From an optimization exercise on the open Yosys and OpenROAD flow, aimed at small area; shortcuts taken in it are not production practice. Function was checked by simulation only, so behaviour that the tests miss may differ from the original. Power figures rest on the tool's default switching activity, not on a simulated workload.

File: flow/run.sh
#!/bin/bash
# synth_recipe.tcl (not shown) runs the flow's synth.tcl, then flattens the netlist and writes it again
# the make line also repeats each setting of config.mk as NAME=value (left out here)
make -C /OpenROAD-flow-scripts/flow DESIGN_CONFIG=/design/flow/config.mk WORK_HOME=/design/flow/orfs CLKGATE_MAP_FILE= SYNTH_SCRIPT=/design/flow/synth_recipe.tcl finish
File: flow/config.mk
export PLATFORM = sky130hd
export DESIGN_NAME = riscv_multicycle_top
export DESIGN_NICKNAME = riscv_multicycle_top
export VERILOG_FILES = /design/flow/design.v
export SDC_FILE = /design/flow/constraint.sdc
export NUM_CORES = 4
export LEC_CHECK = 0
export CAP_MARGIN = 20
export CORE_MARGIN = 2
export CORE_UTILIZATION = 40
export SLEW_MARGIN = 20
File: flow/constraint.sdc
create_clock -name core_clock -period 15.0 [get_ports {clk}]
set_input_delay 3.0000 -clock core_clock [delete_from_list [all_inputs] [get_ports {clk}]]
set_output_delay 3.0000 -clock core_clock [all_outputs]
set_load 0.01 [all_outputs]
File: flow/design.v
package rv_isa_pkg;
	localparam int XLEN       = 32;
	localparam int REG_ADDR_W = 5;
	localparam logic [6:0] OPC_LUI    = 7'b0110111;
	localparam logic [6:0] OPC_AUIPC  = 7'b0010111;
	localparam logic [6:0] OPC_JAL    = 7'b1101111;
	localparam logic [6:0] OPC_JALR   = 7'b1100111;
	localparam logic [6:0] OPC_BRANCH = 7'b1100011;
	localparam logic [6:0] OPC_LOAD   = 7'b0000011;
	localparam logic [6:0] OPC_STORE  = 7'b0100011;
	localparam logic [6:0] OPC_OP_IMM = 7'b0010011;
	localparam logic [6:0] OPC_OP     = 7'b0110011;
	typedef struct packed {
		logic [6:0] funct7;
		logic [4:0] rs2;
		logic [4:0] rs1;
		logic [2:0] funct3;
		logic [4:0] rd;
		logic [6:0] opcode;
	} r_fmt_t;
	typedef struct packed {
		logic [11:0] imm11_0;
		logic [4:0]  rs1;
		logic [2:0]  funct3;
		logic [4:0]  rd;
		logic [6:0]  opcode;
	} i_fmt_t;
	typedef struct packed {
		logic [6:0] imm11_5;
		logic [4:0] rs2;
		logic [4:0] rs1;
		logic [2:0] funct3;
		logic [4:0] imm4_0;
		logic [6:0] opcode;
	} s_fmt_t;
	typedef struct packed {
		logic       imm12;
		logic [5:0] imm10_5;
		logic [4:0] rs2;
		logic [4:0] rs1;
		logic [2:0] funct3;
		logic [3:0] imm4_1;
		logic       imm11;
		logic [6:0] opcode;
	} b_fmt_t;
	typedef struct packed {
		logic [19:0] imm31_12;
		logic [4:0]  rd;
		logic [6:0]  opcode;
	} u_fmt_t;
	typedef struct packed {
		logic       imm20;
		logic [9:0] imm10_1;
		logic       imm11;
		logic [7:0] imm19_12;
		logic [4:0] rd;
		logic [6:0] opcode;
	} j_fmt_t;
	typedef union packed {
		r_fmt_t r;
		i_fmt_t i;
		s_fmt_t s;
		b_fmt_t b;
		u_fmt_t u;
		j_fmt_t j;
	} instr_t;
	typedef enum logic [3:0] {
		ALU_ADD  = 4'd0,
		ALU_SUB  = 4'd1,
		ALU_SLL  = 4'd2,
		ALU_SLT  = 4'd3,
		ALU_SLTU = 4'd4,
		ALU_XOR  = 4'd5,
		ALU_SRL  = 4'd6,
		ALU_SRA  = 4'd7,
		ALU_OR   = 4'd8,
		ALU_AND  = 4'd9
	} alu_op_t;
endpackage
package cpu_ctrl_pkg;
	typedef enum logic [8:0] {
		S_INIT = 9'b000000001,
		S_IF   = 9'b000000010,  
		S_IW   = 9'b000000100,  
		S_ID   = 9'b000001000,
		S_EX   = 9'b000010000,
		S_LD   = 9'b000100000,
		S_ST   = 9'b001000000,
		S_RDW  = 9'b010000000,  
		S_WB   = 9'b100000000
	} state_t;
	typedef enum logic [2:0] {
		CLS_ALU    = 3'd0,
		CLS_LOAD   = 3'd1,
		CLS_STORE  = 3'd2,
		CLS_BRANCH = 3'd3,
		CLS_JUMP   = 3'd4,
		CLS_UPPER  = 3'd5
	} inst_class_t;
	localparam int EV_CYCLE      = 0;
	localparam int EV_FETCH      = 1;
	localparam int EV_LOAD       = 2;
	localparam int EV_STORE      = 3;
	localparam int EV_FETCH_WAIT = 4;
	localparam int EV_LOAD_WAIT  = 5;
	localparam int EV_STORE_WAIT = 6;
	localparam int EV_TAKEN      = 7;
	localparam int NUM_EVENTS    = 8;
endpackage
import rv_isa_pkg::*;
module alu
(
	input  logic [XLEN-1:0] a,
	input  logic [XLEN-1:0] b,
	input  rv_isa_pkg::alu_op_t         op,
	output logic [XLEN-1:0] result,
	output logic            zero
);
	logic [4:0] shamt;
	assign shamt = b[4:0];
	always_comb begin
		unique case (op)
			ALU_ADD:  result = a + b;
			ALU_SUB:  result = a - b;
			ALU_SLL:  result = a << shamt;
			ALU_SLT:  result = {{(XLEN-1){1'b0}}, $signed(a) < $signed(b)};
			ALU_SLTU: result = {{(XLEN-1){1'b0}}, a < b};
			ALU_XOR:  result = a ^ b;
			ALU_SRL:  result = a >> shamt;
			ALU_SRA:  result = $unsigned($signed(a) >>> shamt);  
			ALU_OR:   result = a | b;
			ALU_AND:  result = a & b;
			default:  result = '0;
		endcase
	end
	assign zero = (result == '0);
endmodule
import rv_isa_pkg::*;
module reg_file
(
	input  logic                  clk,
	input  logic                  wen,
	input  logic [REG_ADDR_W-1:0] waddr,
	input  logic [REG_ADDR_W-1:0] raddr1,
	input  logic [REG_ADDR_W-1:0] raddr2,
	input  logic [XLEN-1:0]       wdata,
	output logic [XLEN-1:0]       rdata1,
	output logic [XLEN-1:0]       rdata2
);
	logic [XLEN-1:0] regs [2**REG_ADDR_W];
	always_ff @(posedge clk) begin
		if (wen)
			regs[waddr] <= wdata;
	end
	assign rdata1 = (raddr1 == '0) ? '0 : regs[raddr1];
	assign rdata2 = (raddr2 == '0) ? '0 : regs[raddr2];
endmodule
module perf_counter #(
	parameter int CNT_W = 32
) (
	input  logic             clk,
	input  logic             rst,
	input  logic             event_hit,
	output logic [CNT_W-1:0] count
);
	always_ff @(posedge clk) begin
		if (rst)
			count <= '0;
		else if (event_hit)
			count <= count + CNT_W'(1);  
	end
endmodule
import cpu_ctrl_pkg::*;
module cpu_control
(
	input  logic                  clk,
	input  logic                  rst,
	output logic                  ctrl_inst_load,
	output logic                  ctrl_decode_latch,
	output logic                  ctrl_exec_latch,
	output logic                  ctrl_mem_latch,
	output logic                  ctrl_wb_en,
	input  cpu_ctrl_pkg::inst_class_t           ctrl_inst_class,
	input  logic                  ctrl_taken,
	input  logic                  ctrl_rd_nonzero_wen,
	output logic                  inst_req_valid,
	input  logic                  inst_req_ready,
	input  logic                  inst_valid,
	output logic                  inst_ready,
	output logic                  mem_read,
	output logic                  mem_write,
	input  logic                  mem_req_ready,
	input  logic                  read_data_valid,
	output logic                  read_data_ready,
	output logic                  retire_valid,
	output logic [NUM_EVENTS-1:0] events
);
	cpu_ctrl_pkg::state_t state;
	cpu_ctrl_pkg::state_t state_next;
	logic s_if, s_iw, s_id, s_ex, s_ld, s_st, s_rdw, s_wb;
	assign s_if  = (state == S_IF);
	assign s_iw  = (state == S_IW);
	assign s_id  = (state == S_ID);
	assign s_ex  = (state == S_EX);
	assign s_ld  = (state == S_LD);
	assign s_st  = (state == S_ST);
	assign s_rdw = (state == S_RDW);
	assign s_wb  = (state == S_WB);
	always_ff @(posedge clk) begin
		if (rst)
			state <= S_INIT;
		else
			state <= state_next;
	end
	always_comb begin
		state_next = state;  
		unique case (state)
			S_INIT: state_next = S_IF;
			S_IF:   if (inst_req_ready) state_next = S_IW;
			S_IW:   if (inst_valid) state_next = S_ID;
			S_ID:   state_next = S_EX;
			S_EX: begin
				unique case (ctrl_inst_class)
					CLS_LOAD:   state_next = S_LD;
					CLS_STORE:  state_next = S_ST;
					CLS_BRANCH: state_next = S_IF;  
					default:    state_next = S_WB;
				endcase
			end
			S_LD:   if (mem_req_ready) state_next = S_RDW;
			S_ST:   if (mem_req_ready) state_next = S_IF;
			S_RDW:  if (read_data_valid) state_next = S_WB;
			S_WB:   state_next = S_IF;
			default: state_next = S_INIT;
		endcase
	end
	assign inst_req_valid  = s_if;
	assign inst_ready      = s_iw;
	assign mem_read        = s_ld;
	assign mem_write       = s_st;
	assign read_data_ready = s_rdw;
	assign ctrl_inst_load    = s_iw & inst_valid;
	assign ctrl_decode_latch = s_id;
	assign ctrl_exec_latch   = s_ex;
	assign ctrl_mem_latch    = s_rdw & read_data_valid;
	assign ctrl_wb_en        = s_wb & ctrl_rd_nonzero_wen;
	assign retire_valid = s_wb
		| (s_ex & (ctrl_inst_class == CLS_BRANCH))
		| (s_st & mem_req_ready);
	always_comb begin
		events                = '0;
		events[EV_CYCLE]      = 1'b1;  
		events[EV_FETCH]      = s_if & inst_req_ready;
		events[EV_LOAD]       = s_ld & mem_req_ready;
		events[EV_STORE]      = s_st & mem_req_ready;
		events[EV_FETCH_WAIT] = s_if | s_iw;
		events[EV_LOAD_WAIT]  = s_ld | s_rdw;
		events[EV_STORE_WAIT] = s_st;
		events[EV_TAKEN]      = s_ex & ctrl_taken;
	end
endmodule
import rv_isa_pkg::*;
import cpu_ctrl_pkg::*;
module cpu_datapath
#(
	parameter logic [XLEN-1:0] RESET_PC = '0
) (
	input  logic                  clk,
	input  logic                  rst,
	input  logic                  ctrl_inst_load,
	input  logic                  ctrl_decode_latch,
	input  logic                  ctrl_exec_latch,
	input  logic                  ctrl_mem_latch,
	input  logic                  ctrl_wb_en,
	output cpu_ctrl_pkg::inst_class_t           ctrl_inst_class,
	output logic                  ctrl_taken,
	output logic                  ctrl_rd_nonzero_wen,
	input  logic [XLEN-1:0]       instruction,
	input  logic [XLEN-1:0]       read_data,
	output logic [XLEN-1:0]       pc,
	output logic [XLEN-1:0]       mem_address,
	output logic [XLEN-1:0]       write_data,
	output logic                  retire_wen,
	output logic [REG_ADDR_W-1:0] retire_rd,
	output logic [XLEN-1:0]       retire_data,
	output logic [XLEN-1:0]       retire_pc
);
	rv_isa_pkg::instr_t            ir;
	logic [XLEN-1:0]   inst_pc_q;   
	logic [XLEN-1:0]   pc_plus4_q;
	logic [XLEN-1:0]   op_a_q;
	logic [XLEN-1:0]   op_b_q;
	logic [XLEN-1:0]   target_q;
	logic [XLEN-1:0]   result_q;
	logic [XLEN-1:0]   mem_q;
	cpu_ctrl_pkg::inst_class_t       inst_class;
	rv_isa_pkg::alu_op_t           alu_op;
	logic [XLEN-1:0]   imm;
	logic [XLEN-1:0]   rdata1, rdata2;
	logic [XLEN-1:0]   alu_b, alu_result;
	logic              alu_zero;
	logic [XLEN-1:0]   target_sum;
	logic [XLEN-1:0]   wb_data;
	logic              is_jalr, is_op;
	assign is_jalr = (ir.r.opcode == OPC_JALR);
	assign is_op   = (ir.r.opcode == OPC_OP);
	always_comb begin
		unique case (ir.r.opcode)
			OPC_LOAD:          inst_class = CLS_LOAD;
			OPC_STORE:         inst_class = CLS_STORE;
			OPC_BRANCH:        inst_class = CLS_BRANCH;
			OPC_JAL, OPC_JALR: inst_class = CLS_JUMP;
			OPC_LUI, OPC_AUIPC: inst_class = CLS_UPPER;
			default:           inst_class = CLS_ALU;
		endcase
	end
	always_comb begin
		unique case (ir.r.opcode)
			OPC_STORE:
				imm = {{20{ir.s.imm11_5[6]}}, ir.s.imm11_5, ir.s.imm4_0};
			OPC_BRANCH:
				imm = {{19{ir.b.imm12}}, ir.b.imm12, ir.b.imm11, ir.b.imm10_5,
					ir.b.imm4_1, 1'b0};
			OPC_LUI, OPC_AUIPC:
				imm = {ir.u.imm31_12, 12'b0};
			OPC_JAL:
				imm = {{11{ir.j.imm20}}, ir.j.imm20, ir.j.imm19_12, ir.j.imm11,
					ir.j.imm10_1, 1'b0};
			default:
				imm = {{20{ir.i.imm11_0[11]}}, ir.i.imm11_0};
		endcase
	end
	always_comb begin
		alu_op = ALU_ADD;  
		if (inst_class == CLS_BRANCH) begin
			if (!ir.b.funct3[2])
				alu_op = ALU_SUB;
			else if (ir.b.funct3[1])
				alu_op = ALU_SLTU;
			else
				alu_op = ALU_SLT;
		end else if (inst_class == CLS_ALU) begin
			unique case (ir.r.funct3)
				3'b000: alu_op = (is_op && ir.r.funct7[5]) ? ALU_SUB : ALU_ADD;
				3'b001: alu_op = ALU_SLL;
				3'b010: alu_op = ALU_SLT;
				3'b011: alu_op = ALU_SLTU;
				3'b100: alu_op = ALU_XOR;
				3'b101: alu_op = ir.r.funct7[5] ? ALU_SRA : ALU_SRL;
				3'b110: alu_op = ALU_OR;
				default: alu_op = ALU_AND;
			endcase
		end
	end
	assign alu_b = (is_op || inst_class == CLS_BRANCH) ? op_b_q : imm;
	alu alu_inst (
		.a      (op_a_q),
		.b      (alu_b),
		.op     (alu_op),
		.result (alu_result),
		.zero   (alu_zero)
	);
	reg_file reg_file_inst (
		.clk    (clk),
		.wen    (ctrl_wb_en),
		.waddr  (ir.r.rd),
		.raddr1 (ir.r.rs1),
		.raddr2 (ir.r.rs2),
		.wdata  (wb_data),
		.rdata1 (rdata1),
		.rdata2 (rdata2)
	);
	assign target_sum = (is_jalr ? rdata1 : inst_pc_q) + imm;
	assign ctrl_inst_class     = inst_class;
	assign ctrl_taken          = (inst_class == CLS_JUMP)
		| ((inst_class == CLS_BRANCH) & (ir.b.funct3[2] ^ ir.b.funct3[0] ^ alu_zero));
	assign ctrl_rd_nonzero_wen = (inst_class != CLS_BRANCH) && (inst_class != CLS_STORE)
		&& (ir.r.rd != '0);
	always_ff @(posedge clk) begin
		if (ctrl_inst_load) begin
			ir         <= rv_isa_pkg::instr_t'(instruction);
			inst_pc_q  <= pc;
			pc_plus4_q <= pc + XLEN'(4);
		end
		if (ctrl_decode_latch) begin
			op_a_q   <= rdata1;
			op_b_q   <= rdata2;
			target_q <= {target_sum[XLEN-1:1], target_sum[0] & ~is_jalr};
		end
		if (ctrl_exec_latch) begin
			if (inst_class == CLS_UPPER)
				result_q <= (ir.r.opcode == OPC_LUI) ? imm : target_q;  
			else
				result_q <= alu_result;
		end
		if (ctrl_mem_latch)
			mem_q <= read_data;
	end
	always_ff @(posedge clk) begin
		if (rst)
			pc <= RESET_PC;
		else if (ctrl_exec_latch)
			pc <= ctrl_taken ? target_q : pc_plus4_q;
	end
	always_comb begin
		unique case (inst_class)
			CLS_JUMP: wb_data = pc_plus4_q;  
			CLS_LOAD: wb_data = mem_q;
			default:  wb_data = result_q;
		endcase
	end
	assign mem_address = result_q;
	assign write_data  = op_b_q;
	assign retire_wen  = ctrl_wb_en;
	assign retire_rd   = ir.r.rd;
	assign retire_data = wb_data;
	assign retire_pc   = inst_pc_q;
endmodule
import rv_isa_pkg::*;
import cpu_ctrl_pkg::*;
module riscv_multicycle_top
#(
	parameter int              CNT_W    = 32,
	parameter logic [XLEN-1:0] RESET_PC = '0
) (
	input  logic                                clk,
	input  logic                                rst,
	output logic [XLEN-1:0]                     pc,
	output logic                                inst_req_valid,
	input  logic                                inst_req_ready,
	input  logic [XLEN-1:0]                     instruction,
	input  logic                                inst_valid,
	output logic                                inst_ready,
	output logic [XLEN-1:0]                     mem_address,
	output logic                                mem_write,
	output logic [XLEN-1:0]                     write_data,
	output logic                                mem_read,
	input  logic                                mem_req_ready,
	input  logic [XLEN-1:0]                     read_data,
	input  logic                                read_data_valid,
	output logic                                read_data_ready,
	output logic                                retire_valid,
	output logic                                retire_wen,
	output logic [REG_ADDR_W-1:0]               retire_rd,
	output logic [XLEN-1:0]                     retire_data,
	output logic [XLEN-1:0]                     retire_pc,
	output logic [NUM_EVENTS-1:0][CNT_W-1:0]    perf_cnt
);
	logic [NUM_EVENTS-1:0] events;
	logic        ctrl_inst_load;
	logic        ctrl_decode_latch;
	logic        ctrl_exec_latch;
	logic        ctrl_mem_latch;
	logic        ctrl_wb_en;
	cpu_ctrl_pkg::inst_class_t ctrl_inst_class;
	logic        ctrl_taken;
	logic        ctrl_rd_nonzero_wen;
	cpu_control cpu_control_inst (
		.clk             (clk),
		.rst             (rst),
		.ctrl_inst_load      (ctrl_inst_load),
		.ctrl_decode_latch   (ctrl_decode_latch),
		.ctrl_exec_latch     (ctrl_exec_latch),
		.ctrl_mem_latch      (ctrl_mem_latch),
		.ctrl_wb_en          (ctrl_wb_en),
		.ctrl_inst_class     (ctrl_inst_class),
		.ctrl_taken          (ctrl_taken),
		.ctrl_rd_nonzero_wen (ctrl_rd_nonzero_wen),
		.inst_req_valid  (inst_req_valid),
		.inst_req_ready  (inst_req_ready),
		.inst_valid      (inst_valid),
		.inst_ready      (inst_ready),
		.mem_read        (mem_read),
		.mem_write       (mem_write),
		.mem_req_ready   (mem_req_ready),
		.read_data_valid (read_data_valid),
		.read_data_ready (read_data_ready),
		.retire_valid    (retire_valid),
		.events          (events)
	);
	cpu_datapath #(
		.RESET_PC (RESET_PC)
	) cpu_datapath_inst (
		.clk         (clk),
		.rst         (rst),
		.ctrl_inst_load      (ctrl_inst_load),
		.ctrl_decode_latch   (ctrl_decode_latch),
		.ctrl_exec_latch     (ctrl_exec_latch),
		.ctrl_mem_latch      (ctrl_mem_latch),
		.ctrl_wb_en          (ctrl_wb_en),
		.ctrl_inst_class     (ctrl_inst_class),
		.ctrl_taken          (ctrl_taken),
		.ctrl_rd_nonzero_wen (ctrl_rd_nonzero_wen),
		.instruction (instruction),
		.read_data   (read_data),
		.pc          (pc),
		.mem_address (mem_address),
		.write_data  (write_data),
		.retire_wen  (retire_wen),
		.retire_rd   (retire_rd),
		.retire_data (retire_data),
		.retire_pc   (retire_pc)
	);
	for (genvar i = 0; i < NUM_EVENTS; i++) begin : g_perf
		perf_counter #(
			.CNT_W (CNT_W)
		) perf_counter_inst (
			.clk       (clk),
			.rst       (rst),
			.event_hit (events[i]),
			.count     (perf_cnt[i])
		);
	end
endmodule
==> impl_metrics.prom <==
# TYPE chip_impl_metric gauge
chip_impl_info{name="hold_path.class",value="reg2reg"} 1
chip_impl_metric{name="seqPwrFrac",unit=""} 0.506
chip_impl_metric{name="detailed_place.area",unit="mm²"} 0.0909
chip_impl_metric{name="worst_slew_pin_tran",unit="ns"} 1.23
chip_impl_metric{name="worst_skew_pair.late_latency",unit="ns"} 0.88
chip_impl_metric{name="detail_route.wl_per_cell",unit="µm"} 34.0
chip_impl_metric{name="drt-total-wl",unit="µm"} 320000
chip_impl_metric{name="maxClockFrequency",unit="GHz"} 0.0971
chip_impl_metric{name="postSynth.asyncResetShare",unit=""} 0
chip_impl_info{name="synth_top_cell_by_area",value="sky130_fd_sc_hd__edfxtp_1"} 1
chip_impl_metric{name="detail-route-antenna-nets",unit=""} 0
chip_impl_metric{name="nFillCells",unit=""} 17800
chip_impl_metric{name="start_util",unit=""} 0.402
chip_impl_metric{name="drv.max_cap_violation_count",unit=""} 0
chip_impl_metric{name="pwr-share-comb",unit=""} 0.023
chip_impl_metric{name="cts.repair.resized",unit=""} 0
chip_impl_metric{name="intPower",unit="W"} 0.00728
chip_impl_metric{name="layout-drive-gt1-share",unit=""} 0.186
chip_impl_info{name="endpoint_kind",value="flip-flop"} 1
chip_impl_metric{name="overflow",unit=""} 0
chip_impl_metric{name="yosys_register_bits",unit=""} 1580
chip_impl_metric{name="skew",unit="ns"} 0.0688
chip_impl_metric{name="die_w",unit="µm"} 458
chip_impl_metric{name="p_switching",unit="W"} 0.00199
chip_impl_info{name="clock_tree.root_cell",value="sky130_fd_sc_hd__clkbuf_16"} 1
chip_impl_metric{name="port_buffers",unit=""} 497
chip_impl_metric{name="grt_start_max_net_pins",unit=""} 148
chip_impl_metric{name="post-cts-setup-buffer-count",unit=""} 0
chip_impl_metric{name="fin_tns_setup",unit="ns"} 0
chip_impl_info{name="outcome",value="no timing/DRC/antenna violations"} 1
chip_impl_metric{name="synth.yosys.seq_area_share",unit=""} 0.540
chip_impl_info{name="rsz0062_at_grt",value="false"} 1
chip_impl_metric{name="tritoncts_num_sinks",unit=""} 1580
chip_impl_info{name="timing_worst_setup_path_type",value="reg2reg"} 1
chip_impl_metric{name="vias",unit=""} 59500
chip_impl_info{name="yosys_most_used_dff",value="sky130_fd_sc_hd__edfxtp_1"} 1
chip_impl_metric{name="pre_cts_ws",unit="ns"} 4.85
chip_impl_metric{name="dp.final_hpwl",unit="µm"} 221000
chip_impl_metric{name="crit_path_max_fanout",unit=""} 32
chip_impl_info{name="cp_startpoint_kind",value="flip-flop"} 1
chip_impl_metric{name="globalRouteTotalUtil",unit=""} 0.300
chip_impl_metric{name="report.final.hold_viol_count",unit=""} 0
chip_impl_metric{name="pin_count",unit=""} 498
chip_impl_metric{name="syn-mean-instance-area",unit="µm²"} 13.5
chip_impl_metric{name="sw_frac_of_total",unit=""} 0.215
chip_impl_metric{name="synthDominantCellAreaShare",unit=""} 0.466
chip_impl_metric{name="postSynthCellCount",unit=""} 6088
chip_impl_metric{name="finalWeightedCongestion",unit=""} 1.07
chip_impl_metric{name="p_leak",unit="nW"} 32.3
chip_impl_metric{name="final-setup-viol-count",unit=""} 0
chip_impl_metric{name="fp.dieH",unit="µm"} 458
chip_impl_metric{name="antenna_found_initial",unit=""} 16
chip_impl_metric{name="detailedRoute.firstIterationViolations",unit=""} 7226
chip_impl_metric{name="vdd_ir_drop_max",unit="mV"} 0.134
chip_impl_metric{name="via_per_inst",unit=""} 6.33
chip_impl_metric{name="clk_pin_slew_worst_paths",unit="ns"} 0.06
chip_impl_metric{name="fp-row-count",unit=""} 166
chip_impl_metric{name="finalCritPeriodShare",unit=""} 0.687
chip_impl_metric{name="power.clock.fraction",unit=""} 0.470
chip_impl_metric{name="final_nets",unit=""} 6768
chip_impl_info{name="synth_top_cells_by_area",value="sky130_fd_sc_hd__edfxtp_1 47%, sky130_fd_sc_hd__mux4_2 18%, sky130_fd_sc_hd__dfxtp_1 7.3%"} 1
chip_impl_metric{name="floorplan.die_area",unit="mm²"} 0.209
chip_impl_metric{name="maxSlewHeadroom",unit=""} 0.173
chip_impl_metric{name="holdBufCountCts",unit=""} 0
chip_impl_metric{name="max-clock-path-buffers",unit=""} 3
chip_impl_metric{name="dr.pass1.iters",unit=""} 8
chip_impl_metric{name="grt_pass1_wl",unit="µm"} 448000
chip_impl_metric{name="number_of_clock_buffers_inserted_by_tritoncts",unit=""} 172
chip_impl_metric{name="worst_ep_arrival_time",unit="ns"} 11.00
chip_impl_metric{name="first_global_vias",unit=""} 58300
chip_impl_metric{name="ys_warn_count",unit=""} 5
chip_impl_metric{name="power.density",unit="mW/mm²"} 95.9
chip_impl_metric{name="synth_edf_count",unit=""} 1278
chip_impl_metric{name="post_synth_num_cell_types",unit=""} 112
chip_impl_metric{name="final-max-slew-violation-count",unit=""} 0
chip_impl_metric{name="syn-cell-area",unit="mm²"} 0.0823
chip_impl_metric{name="areaGrowthSynthToFinish",unit="%"} 17.5
chip_impl_metric{name="htree_num_levels",unit=""} 4
chip_impl_metric{name="period_minus_slack",unit="ns"} 10.30
chip_impl_info{name="cts_tree",value="done"} 1
chip_impl_metric{name="critPathRequiredTime",unit="ns"} 15.70
chip_impl_metric{name="final_critical_path_setup_slack",unit="ns"} 4.70
chip_impl_metric{name="core",unit="mm²"} 0.205
chip_impl_metric{name="drt_drc_violations_left",unit=""} 0
chip_impl_metric{name="finalInstanceArea",unit="mm²"} 0.0967
## Yosys cell counts (all sizes together), types with 11 or more instances
| cell type | number |
|---|---|
| edfxtp | 1278 |
| and4 | 14 |
| dfxtp | 302 |
| mux4 | 648 |
| clkbuf | 255 |
| o21ai | 182 |
| ha | 131 |
| or2 | 13 |
| a31oi | 26 |
| and2 | 24 |
| o22ai | 33 |
| a31o | 14 |
| a211oi | 96 |
| nor2 | 594 |
| nand3b | 16 |
| a221oi | 26 |
| or3 | 60 |
| nand4 | 75 |
| o211ai | 53 |
| and3 | 85 |
| a211o | 11 |
| o21bai | 14 |
| nand2b | 11 |
| nand2 | 426 |
| a21o | 35 |
| mux2 | 65 |
| o31ai | 16 |
| mux2i | 201 |
| nor4b | 12 |
| a21oi | 259 |
| nand3 | 158 |
| xnor2 | 103 |
| xor2 | 154 |
| nor4 | 41 |
| nor3 | 71 |
| a22oi | 46 |
| or4 | 11 |
| nor2b | 41 |
| buf | 142 |
| inv | 157 |
| o21a | 28 |
## per-layer routing
metal,share of wire,global-route usage,vias up
met5,0.00015,0,-
met4,0.068,0.176,8
met3,0.089,0.0600,762
met2,0.47,0.478,3298
met1,0.37,0.381,30600
li1,-,-,24900
## power groups by stage
| stage | sequential, W | clock, W | combinational (W) |
|---|---|---|---|
| finish | 0.00470 | 0.00436 | 0.000217 |
| global route | 0.00470 | 0.00458 | 0.000229 |
| CTS | 0.00470 | 0.00443 | 0.000214 |
| detailed placement | 0.00479 | 0 | 0.000213 |
| global placement | 0.00479 | 0 | 0.000212 |
| floorplan | 0.00479 | 0 | 0.000131 |
## worst paths after layout
| check | from | end | slack, ns | depth (start not counted) |
|---|---|---|---|---|
| hold / removal | g_perf[0].perf_counter_inst.count[0] | g_perf[0].perf_counter_inst.count[0] | 0.47 | 1 |
| hold reg to reg | g_perf[0].perf_counter_inst.count[0] | g_perf[0].perf_counter_inst.count[0] | 0.47 | 1 |
| setup reg to reg | cpu_datapath_inst.ir[1] | cpu_datapath_inst.pc[1] | 4.70 | 22 |
| setup / recovery | cpu_datapath_inst.ir[1] | cpu_datapath_inst.pc[1] | 4.70 | 22 |
## worst max-delay path, cell delays in order, from the launching register on
cell and delay, ns:
sky130_fd_sc_hd__edfxtp_1 0.52, sky130_fd_sc_hd__nand3_1 0.63, sky130_fd_sc_hd__nor2_4 0.76, sky130_fd_sc_hd__nor2_1 0.44
sky130_fd_sc_hd__a21oi_1 0.77, sky130_fd_sc_hd__nand2_1 0.10, sky130_fd_sc_hd__o21a_1 0.21, sky130_fd_sc_hd__inv_1 0.13
sky130_fd_sc_hd__ha_1 0.41, sky130_fd_sc_hd__nor4_1 0.80, sky130_fd_sc_hd__a21oi_1 0.23, sky130_fd_sc_hd__o21ai_0 0.26
sky130_fd_sc_hd__a31oi_1 0.10, sky130_fd_sc_hd__o41ai_1 0.91, sky130_fd_sc_hd__nand3_1 0.68, sky130_fd_sc_hd__or4_1 0.61
sky130_fd_sc_hd__nor4_1 0.48, sky130_fd_sc_hd__nand3b_1 0.20, sky130_fd_sc_hd__mux2i_1 0.36, sky130_fd_sc_hd__or2_4 0.43
sky130_fd_sc_hd__buf_4 0.63, sky130_fd_sc_hd__mux2i_1 0.27, sky130_fd_sc_hd__a211oi_1 0.10
## state kept, by name (all words and copies together), names as in the netlist, named ones only
register	cells
cpu_datapath_inst.pc	32
cpu_control_inst.state	9
cpu_datapath_inst.target_q	32
cpu_datapath_inst.result_q	32
cpu_datapath_inst.pc_plus4_q	32
cpu_datapath_inst.ir	32
cpu_datapath_inst.inst_pc_q	30
cpu_datapath_inst.op_b_q	32
cpu_datapath_inst.mem_q	32
cpu_datapath_inst.reg_file_inst.regs	1024
cpu_datapath_inst.op_a_q	32
g_perf.perf_counter_inst.count	256
## through the flow
step,utilization,total power (W),hold slack (ns),cells
floorplan,-,0.00492,0.456,6119
global placement,0.444,0.00500,0.443,9074
detailed placement,0.444,0.00500,0.455,9079
CTS,0.473,0.00934,0.473,9393
global route,0.473,0.00951,0.496,9398
finish,0.473,0.00928,0.469,9402
## kinds of logic after synthesis
| kind of cell | count (synthesis) | share of synthesized area |
|---|---|---|
| other | 1 | 0.0000455 |
| adders and majority gates | 133 | 0.0204 |
| AOI/OAI and AO/OA | 972 | 0.0790 |
| and+or+nand+nor | 1677 | 0.0957 |
| xor gates and xnor gates | 257 | 0.0273 |
| muxes | 914 | 0.211 |
| DFF | 1580 | 0.540 |
| buffers and inverters | 554 | 0.0274 |
## final cells by class
type                    instances  area, µm²  area share
diodes                          9       22.5    0.000233
clock buffers                 222       4620      0.0478
clock inverters                92       1160      0.0120
inverters                     157        601     0.00621
multi-input cells            3985      36200       0.374
flip-flops and latches       1580      44400       0.459
well taps                    2688       3360      0.0348
repair buffers                669       6350      0.0657
## layout by cell type, fill, tap and decap left out, drive strengths merged, types with 14 or more instances in the layout
cell,Yosys,final
ha,131,131
a21oi,259,259
inv,157,164
a21o,35,35
xnor2,103,103
clkinv,0,63
a211oi,96,96
nor2b,41,41
o21a,28,28
xor2,154,154
nor4,41,41
o22ai,33,33
a31o,14,14
mux4,648,648
a22oi,46,46
clkdlybuf4s50,0,496
a221oi,26,26
edfxtp,1278,1278
clkbuf,255,222
o211ai,53,53
and3,85,85
o21bai,14,14
nor3,71,71
mux2,65,65
or3,60,60
nand2,426,426
and2,24,24
bufinv,0,18
mux2i,201,201
buf,142,173
and4,14,14
a31oi,26,26
dfxtp,302,302
nand3,158,158
o31ai,16,16
o21ai,182,182
conb,1,32
nand4,75,75
nor2,594,594
nand3b,16,16

afterwards: timing with drivers on the ports:
The results above use ideal ports. As a check the final layout listed here was re-extracted and re-timed, cells and wires unchanged.
Step 1: set_driving_cell puts a clkbuf_16 on clk and a buf_2 on each other input, an assumption about the parent block.
Step 2 adds t to the input delays and takes it off the output delays; t is the mean of the earliest and latest rising clock arrival at the registers after step 1. Input paths then give back, and output paths get back, about the clock's delay inside the block.
Slacks: ideal / step 1 / step 2; pairs: ideal / step 1.
t, ns: 0.923
slack for setup (ns): 4.701 / 4.701 / 4.701
worst hold slack (ns): 0.469 / 0.469 / 0.469
worst register clock-pin slew, ns: 0.07 / 0.07
cell pins on the clock port's net: 1
After both steps setup and hold are still met in this run. For this run, drivers alone change the setup slack by 0.000 ns; drivers and shift together by 0.000 ns.
